Background: an optimization exercise with open tools, aiming at small area and few clock cycles. Do not read the settings as production practice.
In this exercise RTL edits were held to simulation tests only and were not proved equivalent to the original.
Power is estimated from default activity; no workload was simulated.

==> inputs of garnet <==
==> flow/design.v <==
package spq_pkg;
    localparam int DEPTH = 16;
    localparam int KEY_W = 16;
    localparam int TAG_W = 16;
    localparam int CNT_W = $clog2(DEPTH + 1);
    localparam logic [1:0] OP_INSERT = 2'd0;
    localparam logic [1:0] OP_REMOVE = 2'd1;
    localparam logic [1:0] OP_FIND   = 2'd2;
    localparam logic [1:0] OP_HEAD   = 2'd3;
    localparam logic [1:0] ST_OK        = 2'd0;
    localparam logic [1:0] ST_NOT_FOUND = 2'd1;
    localparam logic [1:0] ST_FULL      = 2'd2;
    localparam logic [1:0] ST_EMPTY     = 2'd3;
    typedef struct packed {
        logic             valid;
        logic [KEY_W-1:0] key;
        logic [TAG_W-1:0] tag;
    } t_entry;
    typedef struct packed {
        logic             ins_en;
        logic             rem_en;
        logic [KEY_W-1:0] key;
        logic [TAG_W-1:0] tag;
    } t_cmd;
    typedef struct packed {
        t_entry           entry;
        logic             ins_flag;
        logic             seen;
        logic [KEY_W-1:0] sel_key;
        logic [TAG_W-1:0] sel_tag;
    } t_link;
endpackage
module spq_cell (
    input  logic                      i_clk,
    input  logic                      i_rst_n,
    input  logic [spq_pkg::KEY_W-1:0] i_key,
    input  logic [spq_pkg::TAG_W-1:0] i_tag,
    input  logic                      i_wr,    
    input  logic                      i_clr,   
    output logic                      o_valid,
    output logic                      o_gt,    
    output logic                      o_eq,    
    output logic [spq_pkg::KEY_W-1:0] o_key,
    output logic [spq_pkg::TAG_W-1:0] o_tag
);
    logic                      r_valid;
    logic [spq_pkg::KEY_W-1:0] r_key;
    logic [spq_pkg::TAG_W-1:0] r_tag;
    assign o_valid = r_valid;
    assign o_key   = r_key;
    assign o_tag   = r_tag;
    assign o_eq    = i_tag == r_tag;
    always_comb begin
        logic g;
        g = 1'b0;
        for (int b = 0; b < spq_pkg::KEY_W; b++) begin
            g = (i_key[b] & !r_key[b]) | (i_key[b] & g) | (!r_key[b] & g);
        end
        o_gt = g;
    end
    always_ff @(posedge i_clk) begin
        if (i_wr) begin
            r_key <= i_key;
            r_tag <= i_tag;
        end
        if (!i_rst_n) begin
            r_valid <= 1'b0;
        end else if (i_wr) begin
            r_valid <= 1'b1;
        end else if (i_clr) begin
            r_valid <= 1'b0;
        end
    end
endmodule
module sorted_priority_queue_top (
    input  logic        i_clk,
    input  logic        i_rst_n,
    input  logic        s_axis_tvalid,
    output logic        s_axis_tready,
    input  logic [31:0] s_axis_tdata,   
    input  logic [1:0]  s_axis_tuser,   
    output logic        m_axis_tvalid,
    input  logic        m_axis_tready,
    output logic [39:0] m_axis_tdata,   
    output logic [1:0]  m_axis_tuser    
);
    localparam int DEPTH = spq_pkg::DEPTH;
    localparam int KEY_W = spq_pkg::KEY_W;
    localparam int TAG_W = spq_pkg::TAG_W;
    localparam int CNT_W = spq_pkg::CNT_W;
    logic [KEY_W-1:0] w_key;
    logic [TAG_W-1:0] w_tag;
    logic [1:0]       w_op;
    logic             w_fire;
    logic             w_full;
    logic [DEPTH-1:0] w_valid;
    logic [DEPTH-1:0] w_gt;
    logic [DEPTH-1:0] w_eq;
    logic [KEY_W-1:0] w_skey [DEPTH];
    logic [TAG_W-1:0] w_stag [DEPTH];
    logic [DEPTH-1:0] w_cand;
    logic [DEPTH-1:0] w_sel;
    logic             w_found;
    logic [DEPTH-1:0] w_free;
    logic             w_ins;
    logic             w_rem;
    logic [1:0]       w_status;
    logic             w_res;
    logic [DEPTH-1:0] r_before [DEPTH];   
    logic [CNT_W-1:0] r_count;
    logic             r_out_valid;
    logic [1:0]       r_status;
    logic             r_hit;
    logic [3:0]       r_idx;
    logic [3:0]       w_idx;
    assign s_axis_tready = !r_out_valid || m_axis_tready;
    assign w_fire        = s_axis_tvalid && s_axis_tready;
    assign w_op          = s_axis_tuser;
    assign w_key         = s_axis_tdata[KEY_W-1:0];
    assign w_tag         = s_axis_tdata[KEY_W +: TAG_W];
    assign w_full        = r_count[CNT_W-1];
    always_comb begin
        for (int i = 0; i < DEPTH; i++) begin
            w_cand[i] = w_valid[i] && ((w_op == spq_pkg::OP_HEAD) || w_eq[i]);
        end
    end
    always_comb begin
        for (int i = 0; i < DEPTH; i++) begin
            logic behind;
            behind = 1'b0;
            for (int j = 0; j < DEPTH; j++) begin
                if (j < i)      behind = behind | (w_cand[j] & r_before[j][i]);
                else if (j > i) behind = behind | (w_cand[j] & !r_before[i][j]);
            end
            w_sel[i] = w_cand[i] & !behind;
        end
        w_found = |w_cand;
    end
    always_comb begin
        logic taken;
        taken = 1'b0;
        for (int i = 0; i < DEPTH; i++) begin
            w_free[i] = !w_valid[i] && !taken;
            taken     = taken | !w_valid[i];
        end
    end
    assign w_ins = w_fire && (w_op == spq_pkg::OP_INSERT) && !w_full;
    assign w_rem = w_fire && (w_op == spq_pkg::OP_REMOVE) && w_found;
    genvar gi, gj;
    generate
        for (gi = 0; gi < DEPTH; gi++) begin : g_cell
            spq_cell u_cell (
                .i_clk   (i_clk),
                .i_rst_n (i_rst_n),
                .i_key   (w_key),
                .i_tag   (w_tag),
                .i_wr    (w_ins && w_free[gi]),
                .i_clr   (w_rem && w_sel[gi]),
                .o_valid (w_valid[gi]),
                .o_gt    (w_gt[gi]),
                .o_eq    (w_eq[gi]),
                .o_key   (w_skey[gi]),
                .o_tag   (w_stag[gi])
            );
        end
        for (gi = 0; gi < DEPTH; gi++) begin : g_row
            for (gj = gi + 1; gj < DEPTH; gj++) begin : g_col
                always_ff @(posedge i_clk) begin
                    if (w_ins && w_free[gi]) begin
                        r_before[gi][gj] <= w_gt[gj];
                    end else if (w_ins && w_free[gj]) begin
                        r_before[gi][gj] <= !w_gt[gi];
                    end
                end
            end
        end
    endgenerate
    always_comb begin
        w_status = spq_pkg::ST_OK;
        w_res    = 1'b0;
        case (w_op)
            spq_pkg::OP_INSERT: if (w_full) w_status = spq_pkg::ST_FULL;
            spq_pkg::OP_HEAD: begin
                if (w_found) w_res = 1'b1;
                else         w_status = spq_pkg::ST_EMPTY;
            end
            default: begin
                if (w_found) w_res = 1'b1;
                else         w_status = spq_pkg::ST_NOT_FOUND;
            end
        endcase
    end
    always_ff @(posedge i_clk) begin
        if (w_fire) begin
            r_status <= w_status;
            r_hit    <= w_res;
            r_idx    <= w_idx;
        end
        if (!i_rst_n) begin
            r_count     <= '0;
            r_out_valid <= 1'b0;
        end else begin
            if (w_ins) begin
                r_count <= r_count + CNT_W'(1);
            end else if (w_rem) begin
                r_count <= r_count - CNT_W'(1);
            end
            if (w_fire) begin
                r_out_valid <= 1'b1;
            end else if (m_axis_tready) begin
                r_out_valid <= 1'b0;
            end
        end
    end
    always_comb begin
        w_idx = '0;
        for (int i = 0; i < DEPTH; i++) begin
            w_idx = w_idx | (w_sel[i] ? 4'(i) : 4'd0);
        end
    end
    logic [KEY_W-1:0] w_res_key;
    logic [TAG_W-1:0] w_res_tag;
    always_comb begin
        w_res_key = '0;
        w_res_tag = '0;
        for (int i = 0; i < DEPTH; i++) begin
            if (r_hit && r_idx == 4'(i)) begin
                w_res_key = w_res_key | w_skey[i];
                w_res_tag = w_res_tag | w_stag[i];
            end
        end
    end
    assign m_axis_tvalid = r_out_valid;
    assign m_axis_tuser  = r_status;
    assign m_axis_tdata  = {(40 - KEY_W - TAG_W - CNT_W)'(0), r_count, w_res_tag, w_res_key};
endmodule
==> flow/flow/run.sh <==
#!/bin/bash
# Own layout flow: the standard flow (standard.sh) with two changes.
#  - Synthesis maps the logic with flow/area.abc, an area-oriented ABC
#    script, through flow/synth.tcl, which otherwise runs synth_recipe.tcl
#    unchanged (same registers, flattening and renaming).
#  - Ports are buffered with sky130_fd_sc_hd__buf_1 cells.
# Every step's full output is in orfs/logs/; make's own output is in
# own_flow_make.log and the DEF export's in own_flow_def.log.
set -euo pipefail
W="$PWD"
export FLOW_WORK="$W"
export MY_ABC_SCRIPT="$W/flow/area.abc"
sed -e "s#\(SYNTH_SCRIPT=\)[^ ]*/synth_recipe\.tcl#\1$W/flow/synth.tcl#" \
    -e "s#CLKGATE_MAP_FILE= #CLKGATE_MAP_FILE= 'BUFFER_PORTS_ARGS=-buffer_cell sky130_fd_sc_hd__buf_1' #" \
    -e "s#^\(\s*openroad .*\)\$#\1 > $W/own_flow_def.log 2>\&1#" \
    standard.sh > "$W/own_standard.sh"
grep -q "SYNTH_SCRIPT=$W/flow/synth.tcl" "$W/own_standard.sh"
grep -q "BUFFER_PORTS_ARGS" "$W/own_standard.sh"
bash "$W/own_standard.sh" finish > "$W/own_flow_make.log" 2>&1
test -s "$W/out/final.def"
==> flow/flow/area.abc <==
strash
&get -n
&fraig -x
&put
dc2
strash
&get -n
&dch -f
&nf -R 1000 {D}
&put
dnsize {D}
==> flow/flow/synth.tcl <==
# The standard synthesis (synth_recipe.tcl), with one change: the logic is
# mapped with the ABC script named by MY_ABC_SCRIPT (an area-oriented mapping)
# in place of ORFS's speed script. Registers, flattening and renaming are
# untouched.
proc abc {args} {
  set i [lsearch -exact $args -script]
  if {$i >= 0} { set args [lreplace $args $i [expr {$i + 1}]] }
  set i [lsearch -exact $args -D]
  if {$i >= 0} { set args [lreplace $args $i [expr {$i + 1}]] }
  lappend args -script $::env(MY_ABC_SCRIPT) -D 4000
  puts "own flow abc: $args"
  yosys abc {*}$args
}
source $::env(FLOW_WORK)/synth_recipe.tcl
==> flow/standard.sh <==
#!/bin/bash
# synth_recipe.tcl (not shown) runs the flow's synth.tcl, then flattens the netlist and writes it again
# the make line also repeats each setting of config.mk as NAME=value (left out here)
make -C /OpenROAD-flow-scripts/flow DESIGN_CONFIG=/design/flow/config.mk WORK_HOME=/design/flow/orfs CLKGATE_MAP_FILE= SYNTH_SCRIPT=/design/flow/synth_recipe.tcl "${@:-finish}"
==> flow/config.mk <==
export PLATFORM = sky130hd
export DESIGN_NAME = sorted_priority_queue_top
export DESIGN_NICKNAME = sorted_priority_queue_top
export VERILOG_FILES = /design/flow/design.v
export SDC_FILE = /design/flow/constraint.sdc
export NUM_CORES = 4
export LEC_CHECK = 0
export CAP_MARGIN = 0
export CORE_MARGIN = 2
export CORE_UTILIZATION = 40
export CTS_BUF_LIST = sky130_fd_sc_hd__clkbuf_16
export CTS_CLUSTER_DIAMETER = 100
export CTS_CLUSTER_SIZE = 20
export SLEW_MARGIN = 0
==> flow/constraint.sdc <==
create_clock -name core_clock -period 5.5 [get_ports {i_clk}]
set_input_delay 1.1000 -clock core_clock [delete_from_list [all_inputs] [get_ports {i_clk}]]
set_output_delay 1.1000 -clock core_clock [all_outputs]
set_load 0.01 [all_outputs]
==> inputs of juniper, as changes to garnet <==
--- a/flow/design.v
+++ b/flow/design.v
@@ -111,7 +111,5 @@
     logic             r_out_valid;
     logic [1:0]       r_status;
-    logic             r_hit;
-    logic [3:0]       r_idx;
-    logic [3:0]       w_idx;
+    logic [DEPTH-1:0] r_sel;
     assign s_axis_tready = !r_out_valid || m_axis_tready;
     assign w_fire        = s_axis_tvalid && s_axis_tready;
@@ -194,6 +192,5 @@
         if (w_fire) begin
             r_status <= w_status;
-            r_hit    <= w_res;
-            r_idx    <= w_idx;
+            r_sel    <= w_res ? w_sel : '0;
         end
         if (!i_rst_n) begin
@@ -213,10 +210,4 @@
         end
     end
-    always_comb begin
-        w_idx = '0;
-        for (int i = 0; i < DEPTH; i++) begin
-            w_idx = w_idx | (w_sel[i] ? 4'(i) : 4'd0);
-        end
-    end
     logic [KEY_W-1:0] w_res_key;
     logic [TAG_W-1:0] w_res_tag;
@@ -225,8 +216,6 @@
         w_res_tag = '0;
         for (int i = 0; i < DEPTH; i++) begin
-            if (r_hit && r_idx == 4'(i)) begin
-                w_res_key = w_res_key | w_skey[i];
-                w_res_tag = w_res_tag | w_stag[i];
-            end
+            w_res_key = w_res_key | (r_sel[i] ? w_skey[i] : '0);
+            w_res_tag = w_res_tag | (r_sel[i] ? w_stag[i] : '0);
         end
     end
==> flow/run.sh (new file) <==
#!/bin/bash
# synth_recipe.tcl (not shown) runs the flow's synth.tcl, then flattens the netlist and writes it again
# the make line also repeats each setting of config.mk as NAME=value (left out here)
make -C /OpenROAD-flow-scripts/flow DESIGN_CONFIG=/design/flow/config.mk WORK_HOME=/design/flow/orfs CLKGATE_MAP_FILE= SYNTH_SCRIPT=/design/flow/synth_recipe.tcl finish
CAP_MARGIN = 20   (was 0)
CTS_BUF_LIST = unset   (was sky130_fd_sc_hd__clkbuf_16)
CTS_CLUSTER_DIAMETER = unset   (was 100)
CTS_CLUSTER_SIZE = unset   (was 20)
SLEW_MARGIN = 20   (was 0)
removed: flow/flow/run.sh
removed: flow/flow/area.abc
removed: flow/flow/synth.tcl
removed: flow/standard.sh
==> inputs of zinc, as changes to garnet <==
--- a/flow/design.v
+++ b/flow/design.v
@@ -111,7 +111,5 @@
     logic             r_out_valid;
     logic [1:0]       r_status;
-    logic             r_hit;
-    logic [3:0]       r_idx;
-    logic [3:0]       w_idx;
+    logic [DEPTH-1:0] r_sel;
     assign s_axis_tready = !r_out_valid || m_axis_tready;
     assign w_fire        = s_axis_tvalid && s_axis_tready;
@@ -194,6 +192,5 @@
         if (w_fire) begin
             r_status <= w_status;
-            r_hit    <= w_res;
-            r_idx    <= w_idx;
+            r_sel    <= w_res ? w_sel : '0;
         end
         if (!i_rst_n) begin
@@ -213,10 +210,4 @@
         end
     end
-    always_comb begin
-        w_idx = '0;
-        for (int i = 0; i < DEPTH; i++) begin
-            w_idx = w_idx | (w_sel[i] ? 4'(i) : 4'd0);
-        end
-    end
     logic [KEY_W-1:0] w_res_key;
     logic [TAG_W-1:0] w_res_tag;
@@ -225,8 +216,6 @@
         w_res_tag = '0;
         for (int i = 0; i < DEPTH; i++) begin
-            if (r_hit && r_idx == 4'(i)) begin
-                w_res_key = w_res_key | w_skey[i];
-                w_res_tag = w_res_tag | w_stag[i];
-            end
+            w_res_key = w_res_key | (r_sel[i] ? w_skey[i] : '0);
+            w_res_tag = w_res_tag | (r_sel[i] ? w_stag[i] : '0);
         end
     end
==> flow/run.sh (new file) <==
#!/bin/bash
# synth_recipe.tcl (not shown) runs the flow's synth.tcl, then flattens the netlist and writes it again
# the make line also repeats each setting of config.mk as NAME=value (left out here)
make -C /OpenROAD-flow-scripts/flow DESIGN_CONFIG=/design/flow/config.mk WORK_HOME=/design/flow/orfs CLKGATE_MAP_FILE= SYNTH_SCRIPT=/design/flow/synth_recipe.tcl finish
CAP_MARGIN = 20   (was 0)
CTS_BUF_LIST = sky130_fd_sc_hd__clkbuf_4   (was sky130_fd_sc_hd__clkbuf_16)
CTS_CLUSTER_DIAMETER = unset   (was 100)
SLEW_MARGIN = 20   (was 0)
removed: flow/flow/run.sh
removed: flow/flow/area.abc
removed: flow/flow/synth.tcl
removed: flow/standard.sh
==> run summary <==
| metric | juniper | garnet | zinc |
|---|---|---|---|
| Outcome | timing/DRC/antenna clean | timing/DRC/antenna clean | timing/DRC/antenna clean |
| Final worst-path setup slack | 0.734 ns | 0.863 ns | 0.559 ns |
| Dpl cells | 3893 | 3501 | 3893 |
| Maximum number of pins on one net before global-route repair | 48 | 34 | 48 |
| Area occupied by multi-input gates | 0.0124 mm^2 | 0.0108 mm^2 | 0.0124 mm^2 |
| Final non-filler cell area | 0.0387 mm^2 | 0.0343 mm^2 | 0.0386 mm^2 |
| Switching power total | 2.84 mW | 2.24 mW | 2.86 mW |
| Combinational gate power | 921 uW | 663 uW | 918 uW |
| CP arrival | 5.27 ns | 3.54 ns | 3.84 ns |
| Peak ir drop on the vdd network | 0.253 mV | 0.217 mV | 0.202 mV |
| Width of the die | 294 um | 280 um | 294 um |
| Proportion of netlist area held by the largest area contributor | 0.579 | 0.628 | 0.579 |
| Sequential Area | 0.0200 mm^2 | 0.0196 mm^2 | 0.0200 mm^2 |
| Met1 Routed Length | 52700 um | 45500 um | 52800 um |
| Met2 routed wirelength | 59000 um | 52000 um | 59900 um |
| Area of the mapped netlist | 0.0337 mm^2 | 0.0306 mm^2 | 0.0337 mm^2 |
| Met3 WL post-DR | 14300 um | 13100 um | 14900 um |
| Dpl hpwl | 90200 um | 76800 um | 90200 um |
| Number of non-filler instances in the completed layout | 4033 | 3562 | 4215 |
| Simple-gate area share of the yosys netlist | 0.0908 | 0.0803 | 0.0908 |
| R2r worst-path depth | 11 | 9 | 11 |
| Last element of the critical path | g_cell[7].u_cell.r_valid | m_axis_tdata[17] | m_axis_tdata[21] |
| Via density per instance | 6.60 | 6.84 | 6.49 |
| Max_slew headroom | 0.230 | 0.125 | 0.212 |
| Number of register bits inferred by synthesis | 672 | 661 | 672 |
Testbench counts of garnet, summed over its fixed seeds: cycles 24,008.
Testbench counts of juniper, summed over its fixed seeds: cycles 24,008.
Testbench counts of zinc, summed over its fixed seeds: cycles 24,008.

==> afterwards: timing with drivers on the ports <==
The flow's constraints put no driver on any port. The routed layouts listed below were extracted and timed again, unchanged, in two steps. Step 1 (the two cells are an assumption about what drives the block):
set clk [get_ports {i_clk}]
set_driving_cell -lib_cell sky130_fd_sc_hd__clkbuf_16 $clk
set_driving_cell -lib_cell sky130_fd_sc_hd__buf_2 [delete_from_list [all_inputs] $clk]
Step 2 moves the port delays by t, midway between the first and last clock arrival at a register: inputs arrive t later, outputs are due t later. That takes back most of the time a late clock gives input paths. a / b / c = no drivers / after step 1 / after step 2; a / b = the first two.
run | shift t [ns] | slack for setup (ns) | worst setup path after step 2 | latest minus earliest clock arrival (ns)
garnet | 0.660 | 0.863 / 0.804 / 0.381 | input to register | 0.050 / 0.050
juniper | 0.704 | 0.734 / 0.778 / 0.073 | input to register | 0.029 / 0.029
zinc | 1.099 | 0.559 / 0.498 / 0.123 | input to register | 0.074 / 0.074
After both steps every run listed still meets setup and hold. For juniper, which loses most, drivers alone change the setup slack by +0.044 ns; drivers and shift together by -0.661 ns.
